Source: an optimization exercise on an open RTL-to-GDS flow (aim: a short achievable clock period and few clock cycles). Production flows keep margins and buffers that such runs may drop. In this exercise RTL edits were held to simulation tests only and were not proved equivalent to the original.

==> wip/willow: inputs <==
Design rv_core, start of the top module:
module rv_core (
    input  logic       CLK,
    input  logic       arst_n,
    input  logic       halt,    
    input  rv_pkg::word_t      idata,   
    input  rv_pkg::word_t      datai,   
    output rv_pkg::word_t      iaddr,
    output rv_pkg::word_t      datao,
    output rv_pkg::word_t      daddr,
    output logic [3:0] be,
    output logic       wr,
    output logic       rd
);
    logic [31:0] pf;       
    logic [31:0] pd;       
    logic [31:0] pd4;      
    logic        vd;       
    logic        dh_q;     
    logic [31:0] hbuf;
    logic        d_bhit;   
    logic [31:0] d_btgt;
    localparam int NB = 16;
    logic [NB-1:0]    bt_v;
    logic [NB*10-1:0] bt_tag;    
    logic [NB*32-1:0] bt_tgt;
    logic [3:0]       bt_rr;     
    logic [NB-1:0]    hv;        
    logic             u_valid, u_taken;    
    logic [9:0]       u_tag;
    logic [31:0]      u_tgt;
    logic        x_valid;
    logic        x_ldst;    
    logic        x_ld1, x_ld2;    
    logic [31:0] x_op1, x_op2;
    logic [31:0] x_imm, x_bimm, x_pd, x_pc4, x_pnext;
    logic [31:0] x_pdiff;         
    logic [31:0] x_q0, x_q1;      
    logic        x_mn;            
    logic [4:0]  x_rd;
    logic        x_we, x_load, x_store, x_branch, x_jal, x_jalr, x_sub, x_sra;
    logic [2:0]  x_f3;
    logic        x_beq, x_bne, x_blt, x_bge, x_bltu, x_bgeu;
    logic        x_s_add, x_s_sll, x_s_slt, x_s_sltu, x_s_xor, x_s_sr, x_s_or, x_s_and,
                 x_s_imm, x_s_auipc, x_s_link;
    logic        m_valid, m_we, m_load;
    logic [4:0]  m_rd;
    logic [31:0] m_res;
    logic [2:0]  m_f3;
    logic [32*32-1:32] rf;
    logic xst;        
    logic redirect;   
    assign xst = x_valid && x_ldst;
    logic [31:0] dw;
    logic [6:0]  opc;
    logic        d_lui, d_auipc, d_jal, d_jalr, d_branch, d_load, d_store, d_opi, d_opr;
    logic [4:0]  d_rs1, d_rs2, d_rd;
    logic [2:0]  d_f3;
    logic [31:0] imm_i, imm_s, imm_b, imm_u, imm_j;
    logic        d_use1, d_use2, d_we;
    logic [31:0] d_pnext;
    logic [31:0] lo1, hi1, lo2, hi2;
    logic        fm1, fw1, fm2, fw2;
    assign dw  = dh_q ? hbuf : idata;
    assign opc = dw[6:0];
    assign d_lui    = (opc == 7'b0110111);
    assign d_auipc  = (opc == 7'b0010111);
  ...
Settings: LEC_CHECK=0, CAP_MARGIN=20, CORE_MARGIN=2, CORE_UTILIZATION=30, SLEW_MARGIN=20; clock period 10.0 ns.
standard.sh (not shown) runs the stock make flow with config.mk's settings and CLKGATE_MAP_FILE= SYNTH_SCRIPT=/design/flow/synth_recipe.tcl, a recipe that flattens the netlist after the stock synthesis.
==> flow/flow/run.sh <==
#!/bin/bash
# The standard layout, with timing repair aimed 7 ns below the clock period
# (repair_timing -setup_margin 7); the tools' full output goes to standard.log
export SETUP_SLACK_MARGIN=7
bash standard.sh > standard.log 2>&1
==> wip/umber (differences from wip/willow) <==
--- a/flow/design.v
+++ b/flow/design.v
@@ -376,12 +376,13 @@
     localparam int NB = 16;
     logic [NB-1:0]    bt_v;
     logic [NB*10-1:0] bt_tag;    
     logic [NB*32-1:0] bt_tgt;
     logic [3:0]       bt_rr;     
     logic [NB-1:0]    hv;        
+    logic             rdr;       
     logic             u_valid, u_taken;    
     logic [9:0]       u_tag;
     logic [31:0]      u_tgt;
     logic        x_valid;
     logic        x_ldst;    
     logic        x_ld1, x_ld2;    
@@ -390,13 +391,12 @@
     logic [31:0] x_pdiff;         
     logic [31:0] x_q0, x_q1;      
     logic        x_mn;            
     logic [4:0]  x_rd;
     logic        x_we, x_load, x_store, x_branch, x_jal, x_jalr, x_sub, x_sra;
     logic [2:0]  x_f3;
-    logic        x_beq, x_bne, x_blt, x_bge, x_bltu, x_bgeu;
     logic        x_s_add, x_s_sll, x_s_slt, x_s_sltu, x_s_xor, x_s_sr, x_s_or, x_s_and,
                  x_s_imm, x_s_auipc, x_s_link;
     logic        m_valid, m_we, m_load;
     logic [4:0]  m_rd;
     logic [31:0] m_res;
     logic [2:0]  m_f3;
@@ -444,13 +444,13 @@
     always_comb
     begin
         ftgt = '0;
         for (int i = 0; i < NB; i++)
             ftgt = ftgt | (bt_tgt[i*32 +: 32] & {32{hv[i]}});
     end
-    assign fhit = |hv;
+    assign fhit = !rdr && (|hv);
     always_comb
     begin
         lo1 = '0;
         hi1 = '0;
         lo2 = '0;
         hi2 = '0;
@@ -491,14 +491,13 @@
                  ({32{x_s_sr}}    & shr) |
                  ({32{x_s_or}}    & (a | b)) |
                  ({32{x_s_and}}   & (a & b)) |
                  ({32{x_s_imm}}   & x_imm) |
                  ({32{x_s_auipc}} & x_uimm) |
                  ({32{x_s_link}}  & x_pc4);
-    assign cond = (x_beq && eq) || (x_bne && !eq) || (x_blt && lt_s) || (x_bge && !lt_s) ||
-                  (x_bltu && lt_u) || (x_bgeu && !lt_u);
+    assign cond = (x_f3[2] ? (x_f3[1] ? lt_u : lt_s) : eq) ^ x_f3[0];
     assign addr = a + x_imm;
     logic        xv, mt, mn, mj;
     logic [31:0] jt, pf_norm, pf_t, pf_n4, pf_j, pf_c1, pf_c0, pf_n;
     assign xv = x_valid && !x_ldst;
     assign jt = {addr[31:1], 1'b0};
     assign mt = (x_bimm == x_pdiff);
@@ -513,28 +512,22 @@
     assign pf_n    = cond ? pf_c1 : pf_c0;
     logic r1, r0;
     assign r1 = xv && (x_jalr ? !mj : (x_jal || x_branch) ? !mt : !mn);
     assign r0 = xv && (x_jalr ? !mj : x_jal ? !mt : !mn);
     assign redirect = cond ? r1 : r0;
     logic [31:0]   pf4;
-    logic [NB-1:0] h_seq, h_tgt, h_bt, h_p4, h_kill, hv_n;
+    logic [NB-1:0] h_seq, h_tgt, h_kill, hv_n;
     assign pf4 = pf + 32'd4;
     always_comb
         for (int i = 0; i < NB; i++)
         begin
             h_seq[i] = bt_v[i] && bt_tag[i*10 +: 10] == pf4[11:2];
             h_tgt[i] = bt_v[i] && bt_tag[i*10 +: 10] == ftgt[11:2];
-            h_bt[i]  = bt_v[i] && bt_tag[i*10 +: 10] == x_btgt[11:2];
-            h_p4[i]  = bt_v[i] && bt_tag[i*10 +: 10] == x_pc4[11:2];
             h_kill[i] = u_valid && ((|uh) ? (uh[i] && !u_taken) : (u_taken && bt_rr == i));
         end
-    logic [NB-1:0] hv_norm, hv1, hv0;
-    assign hv_norm = xst ? hv : fhit ? h_tgt : h_seq;
-    assign hv1  = (r1 ? (x_jalr ? '0 : (x_jal || x_branch) ? h_bt : h_p4) : hv_norm) & ~h_kill;
-    assign hv0  = (r0 ? (x_jalr ? '0 : x_jal ? h_bt : h_p4) : hv_norm) & ~h_kill;
-    assign hv_n = cond ? hv1 : hv0;
+    assign hv_n = (xst ? hv : fhit ? h_tgt : h_seq) & ~h_kill;
     always_comb
     begin
         case (x_f3[1:0])
             2'd0:
             begin
                 sbe   = 4'b0001 << addr[1:0];
@@ -582,18 +575,20 @@
             m_we    <= 1'b0;
             wr      <= 1'b0;
             rd      <= 1'b0;
             bt_v    <= '0;
             bt_rr   <= '0;
             hv      <= '0;
+            rdr     <= 1'b0;
             u_valid <= 1'b0;
         end
         else if (!halt)
         begin
-            pf <= pf_n;
-            hv <= hv_n;
+            pf  <= pf_n;
+            hv  <= hv_n;
+            rdr <= redirect;
             u_valid <= xv && (x_branch || x_jal || x_jalr);
             if (u_valid)
             begin
                 if (|uh)
                 begin
                     for (int i = 0; i < NB; i++)
@@ -675,14 +670,13 @@
         if (!arst_n)
         begin
             x_op1 <= '0;  x_op2 <= '0;  x_ld1 <= 1'b0;  x_ld2 <= 1'b0;
             x_pnext <= '0;  x_pd <= '0;  x_pdiff <= '0;  x_q0 <= '0;  x_q1 <= '0;  x_mn <= 1'b0;  x_jal <= 1'b0;  x_imm <= '0;  x_bimm <= '0;
             x_pc4 <= '0;  x_rd <= '0;  x_we <= 1'b0;  x_load <= 1'b0;  x_store <= 1'b0;
             x_branch <= 1'b0;  x_jalr <= 1'b0;  x_f3 <= '0;
-            x_beq <= 1'b0;  x_bne <= 1'b0;  x_blt <= 1'b0;  x_bge <= 1'b0;
-            x_bltu <= 1'b0;  x_bgeu <= 1'b0;  x_sub <= 1'b0;  x_sra <= 1'b0;
+            x_sub <= 1'b0;  x_sra <= 1'b0;
             x_s_add <= 1'b0;  x_s_sll <= 1'b0;  x_s_slt <= 1'b0;  x_s_sltu <= 1'b0;
             x_s_xor <= 1'b0;  x_s_sr <= 1'b0;  x_s_or <= 1'b0;  x_s_and <= 1'b0;
             x_s_imm <= 1'b0;  x_s_auipc <= 1'b0;  x_s_link <= 1'b0;
             m_rd <= '0;  m_load <= 1'b0;  m_f3 <= '0;  m_res <= '0;
             daddr <= '0;  datao <= '0;  be <= '0;
         end
@@ -717,18 +711,12 @@
                 x_we     <= d_we;
                 x_load   <= d_load;
                 x_store  <= d_store;
                 x_branch <= d_branch;
                 x_jalr   <= d_jalr;
                 x_f3     <= d_f3;
-                x_beq    <= d_f3 == 3'd0;
-                x_bne    <= d_f3 == 3'd1;
-                x_blt    <= d_f3 == 3'd4;
-                x_bge    <= d_f3 == 3'd5;
-                x_bltu   <= d_f3 == 3'd6;
-                x_bgeu   <= d_f3 == 3'd7;
                 x_sub    <= d_opr && dw[30] && d_f3 == 3'd0;
                 x_sra    <= dw[30];
                 x_s_add  <= (d_opi || d_opr) && d_f3 == 3'd0;
                 x_s_sll  <= (d_opi || d_opr) && d_f3 == 3'd1;
                 x_s_slt  <= (d_opi || d_opr) && d_f3 == 3'd2;
                 x_s_sltu <= (d_opi || d_opr) && d_f3 == 3'd3;
==> flow/run.sh (new file) <==
#!/bin/bash
# synth_recipe.tcl (not shown) runs the flow's synth.tcl, then flattens the netlist and writes it again
# the make line also repeats each setting of config.mk as NAME=value (left out here)
make -C /OpenROAD-flow-scripts/flow DESIGN_CONFIG=/design/flow/config.mk WORK_HOME=/design/flow/orfs CLKGATE_MAP_FILE= SYNTH_SCRIPT=/design/flow/synth_recipe.tcl finish
--- a/flow/config.mk
+++ b/flow/config.mk
@@ -5,7 +5,8 @@
 export SDC_FILE = /design/flow/constraint.sdc
 export NUM_CORES = 4
 export LEC_CHECK = 0
 export CAP_MARGIN = 20
 export CORE_MARGIN = 2
 export CORE_UTILIZATION = 30
+export SETUP_SLACK_MARGIN = 5
 export SLEW_MARGIN = 20
removed: flow/flow/run.sh
removed: flow/standard.sh
==> wip/lagoon (differences from wip/willow) <==
--- a/flow/design.v
+++ b/flow/design.v
@@ -376,12 +376,13 @@
     localparam int NB = 16;
     logic [NB-1:0]    bt_v;
     logic [NB*10-1:0] bt_tag;    
     logic [NB*32-1:0] bt_tgt;
     logic [3:0]       bt_rr;     
     logic [NB-1:0]    hv;        
+    logic             rdr;       
     logic             u_valid, u_taken;    
     logic [9:0]       u_tag;
     logic [31:0]      u_tgt;
     logic        x_valid;
     logic        x_ldst;    
     logic        x_ld1, x_ld2;    
@@ -390,13 +391,12 @@
     logic [31:0] x_pdiff;         
     logic [31:0] x_q0, x_q1;      
     logic        x_mn;            
     logic [4:0]  x_rd;
     logic        x_we, x_load, x_store, x_branch, x_jal, x_jalr, x_sub, x_sra;
     logic [2:0]  x_f3;
-    logic        x_beq, x_bne, x_blt, x_bge, x_bltu, x_bgeu;
     logic        x_s_add, x_s_sll, x_s_slt, x_s_sltu, x_s_xor, x_s_sr, x_s_or, x_s_and,
                  x_s_imm, x_s_auipc, x_s_link;
     logic        m_valid, m_we, m_load;
     logic [4:0]  m_rd;
     logic [31:0] m_res;
     logic [2:0]  m_f3;
@@ -444,13 +444,13 @@
     always_comb
     begin
         ftgt = '0;
         for (int i = 0; i < NB; i++)
             ftgt = ftgt | (bt_tgt[i*32 +: 32] & {32{hv[i]}});
     end
-    assign fhit = |hv;
+    assign fhit = !rdr && (|hv);
     always_comb
     begin
         lo1 = '0;
         hi1 = '0;
         lo2 = '0;
         hi2 = '0;
@@ -491,14 +491,13 @@
                  ({32{x_s_sr}}    & shr) |
                  ({32{x_s_or}}    & (a | b)) |
                  ({32{x_s_and}}   & (a & b)) |
                  ({32{x_s_imm}}   & x_imm) |
                  ({32{x_s_auipc}} & x_uimm) |
                  ({32{x_s_link}}  & x_pc4);
-    assign cond = (x_beq && eq) || (x_bne && !eq) || (x_blt && lt_s) || (x_bge && !lt_s) ||
-                  (x_bltu && lt_u) || (x_bgeu && !lt_u);
+    assign cond = (x_f3[2] ? (x_f3[1] ? lt_u : lt_s) : eq) ^ x_f3[0];
     assign addr = a + x_imm;
     logic        xv, mt, mn, mj;
     logic [31:0] jt, pf_norm, pf_t, pf_n4, pf_j, pf_c1, pf_c0, pf_n;
     assign xv = x_valid && !x_ldst;
     assign jt = {addr[31:1], 1'b0};
     assign mt = (x_bimm == x_pdiff);
@@ -513,28 +512,22 @@
     assign pf_n    = cond ? pf_c1 : pf_c0;
     logic r1, r0;
     assign r1 = xv && (x_jalr ? !mj : (x_jal || x_branch) ? !mt : !mn);
     assign r0 = xv && (x_jalr ? !mj : x_jal ? !mt : !mn);
     assign redirect = cond ? r1 : r0;
     logic [31:0]   pf4;
-    logic [NB-1:0] h_seq, h_tgt, h_bt, h_p4, h_kill, hv_n;
+    logic [NB-1:0] h_seq, h_tgt, h_kill, hv_n;
     assign pf4 = pf + 32'd4;
     always_comb
         for (int i = 0; i < NB; i++)
         begin
             h_seq[i] = bt_v[i] && bt_tag[i*10 +: 10] == pf4[11:2];
             h_tgt[i] = bt_v[i] && bt_tag[i*10 +: 10] == ftgt[11:2];
-            h_bt[i]  = bt_v[i] && bt_tag[i*10 +: 10] == x_btgt[11:2];
-            h_p4[i]  = bt_v[i] && bt_tag[i*10 +: 10] == x_pc4[11:2];
             h_kill[i] = u_valid && ((|uh) ? (uh[i] && !u_taken) : (u_taken && bt_rr == i));
         end
-    logic [NB-1:0] hv_norm, hv1, hv0;
-    assign hv_norm = xst ? hv : fhit ? h_tgt : h_seq;
-    assign hv1  = (r1 ? (x_jalr ? '0 : (x_jal || x_branch) ? h_bt : h_p4) : hv_norm) & ~h_kill;
-    assign hv0  = (r0 ? (x_jalr ? '0 : x_jal ? h_bt : h_p4) : hv_norm) & ~h_kill;
-    assign hv_n = cond ? hv1 : hv0;
+    assign hv_n = (xst ? hv : fhit ? h_tgt : h_seq) & ~h_kill;
     always_comb
     begin
         case (x_f3[1:0])
             2'd0:
             begin
                 sbe   = 4'b0001 << addr[1:0];
@@ -582,18 +575,20 @@
             m_we    <= 1'b0;
             wr      <= 1'b0;
             rd      <= 1'b0;
             bt_v    <= '0;
             bt_rr   <= '0;
             hv      <= '0;
+            rdr     <= 1'b0;
             u_valid <= 1'b0;
         end
         else if (!halt)
         begin
-            pf <= pf_n;
-            hv <= hv_n;
+            pf  <= pf_n;
+            hv  <= hv_n;
+            rdr <= redirect;
             u_valid <= xv && (x_branch || x_jal || x_jalr);
             if (u_valid)
             begin
                 if (|uh)
                 begin
                     for (int i = 0; i < NB; i++)
@@ -675,14 +670,13 @@
         if (!arst_n)
         begin
             x_op1 <= '0;  x_op2 <= '0;  x_ld1 <= 1'b0;  x_ld2 <= 1'b0;
             x_pnext <= '0;  x_pd <= '0;  x_pdiff <= '0;  x_q0 <= '0;  x_q1 <= '0;  x_mn <= 1'b0;  x_jal <= 1'b0;  x_imm <= '0;  x_bimm <= '0;
             x_pc4 <= '0;  x_rd <= '0;  x_we <= 1'b0;  x_load <= 1'b0;  x_store <= 1'b0;
             x_branch <= 1'b0;  x_jalr <= 1'b0;  x_f3 <= '0;
-            x_beq <= 1'b0;  x_bne <= 1'b0;  x_blt <= 1'b0;  x_bge <= 1'b0;
-            x_bltu <= 1'b0;  x_bgeu <= 1'b0;  x_sub <= 1'b0;  x_sra <= 1'b0;
+            x_sub <= 1'b0;  x_sra <= 1'b0;
             x_s_add <= 1'b0;  x_s_sll <= 1'b0;  x_s_slt <= 1'b0;  x_s_sltu <= 1'b0;
             x_s_xor <= 1'b0;  x_s_sr <= 1'b0;  x_s_or <= 1'b0;  x_s_and <= 1'b0;
             x_s_imm <= 1'b0;  x_s_auipc <= 1'b0;  x_s_link <= 1'b0;
             m_rd <= '0;  m_load <= 1'b0;  m_f3 <= '0;  m_res <= '0;
             daddr <= '0;  datao <= '0;  be <= '0;
         end
@@ -717,18 +711,12 @@
                 x_we     <= d_we;
                 x_load   <= d_load;
                 x_store  <= d_store;
                 x_branch <= d_branch;
                 x_jalr   <= d_jalr;
                 x_f3     <= d_f3;
-                x_beq    <= d_f3 == 3'd0;
-                x_bne    <= d_f3 == 3'd1;
-                x_blt    <= d_f3 == 3'd4;
-                x_bge    <= d_f3 == 3'd5;
-                x_bltu   <= d_f3 == 3'd6;
-                x_bgeu   <= d_f3 == 3'd7;
                 x_sub    <= d_opr && dw[30] && d_f3 == 3'd0;
                 x_sra    <= dw[30];
                 x_s_add  <= (d_opi || d_opr) && d_f3 == 3'd0;
                 x_s_sll  <= (d_opi || d_opr) && d_f3 == 3'd1;
                 x_s_slt  <= (d_opi || d_opr) && d_f3 == 3'd2;
                 x_s_sltu <= (d_opi || d_opr) && d_f3 == 3'd3;
==> results.txt <==
wip/willow never finished: it broke off in global routing (5_1_grt) (GRT-0232). wip/umber completed without violations. wip/lagoon failed in global routing (5_1_grt) with GRT-0232. Synthesized cell count is the same in wip/lagoon and wip/umber. Synthesized area is the same in wip/umber and wip/lagoon.
==> figures <==
| metric | wip/willow | wip/umber | wip/lagoon |
|---|---|---|---|
| Mux share of post-synthesis cell area | 2.77% | 2.58% | 2.58% |
| Placer Congestion | 1.05 | 1.04 | 1.02 |
| Die height | 659 um | 642 um | 642 um |
| Instance count of the mapped netlist | 13,300 | 12,300 | 12,300 |
| Post-Syn Area per Cell | 9.71 um2 | 9.92 um2 | 9.92 um2 |
| Post-placement worst setup slack | 3.62 ns | 3.24 ns | 3.23 ns |
| Placement Rows | 240 | 234 | 234 |
| Post-synthesis register bit count | 2,329 | 2,324 | 2,324 |
| Synth Area in Compound Gates | 22.5% | 22.8% | 22.8% |
| Simple-gate share of the synthesized area | 12.6% | 12.0% | 12.0% |
| Effective utilization at floorplan | 30.1% | 30.1% | 30.1% |
| Outcome | did not finish | finished clean | did not finish |
| Stage where the flow stopped | global routing (5_1_grt) | - | global routing (5_1_grt) |
| Share of Yosys cell area claimed by the top area cell type | 28.9% | 30.3% | 30.3% |
| Number of resized instances in the post-cts repair step | 2,700 | 40 | 3,329 |
| Cell count after placement | 18,300 | 17,300 | 17,200 |
Testbench counts of wip/willow, summed over its fixed seeds: cycles 60,892.
Testbench counts of wip/umber, summed over its fixed seeds: cycles 60,946.
Testbench counts of wip/lagoon, summed over its fixed seeds: cycles 60,946.

==> static timing again, ports no longer ideal <==
No port has a modelled driver above. Below, the same layout with a new extraction and two added sets of constraints. Step 1 sets driving cells, clkbuf_16 on the clock port and buf_2 on the other inputs (assumed; they add their load-dependent delay and slew). Step 2 times the ports against the registers' clock, not the clock port: input delays grow and output delays shrink by t, the midpoint of the rising clock arrivals with the driver on. Slacks: ideal / step 1 / step 2; pairs: ideal / step 1.
run: wip/umber
t (ns): 1.065
slack for setup (ns): 4.924 / 4.954 / 3.889
worst setup path after step 2: input to register
clock arrival spread, ns: 0.110 / 0.110
slew at the worst register clock pin (ns): 0.08 / 0.08
After both steps wip/umber still meets setup and hold. The setup slack of wip/umber moves by +0.030 ns with the drivers and by -1.035 ns with both steps.
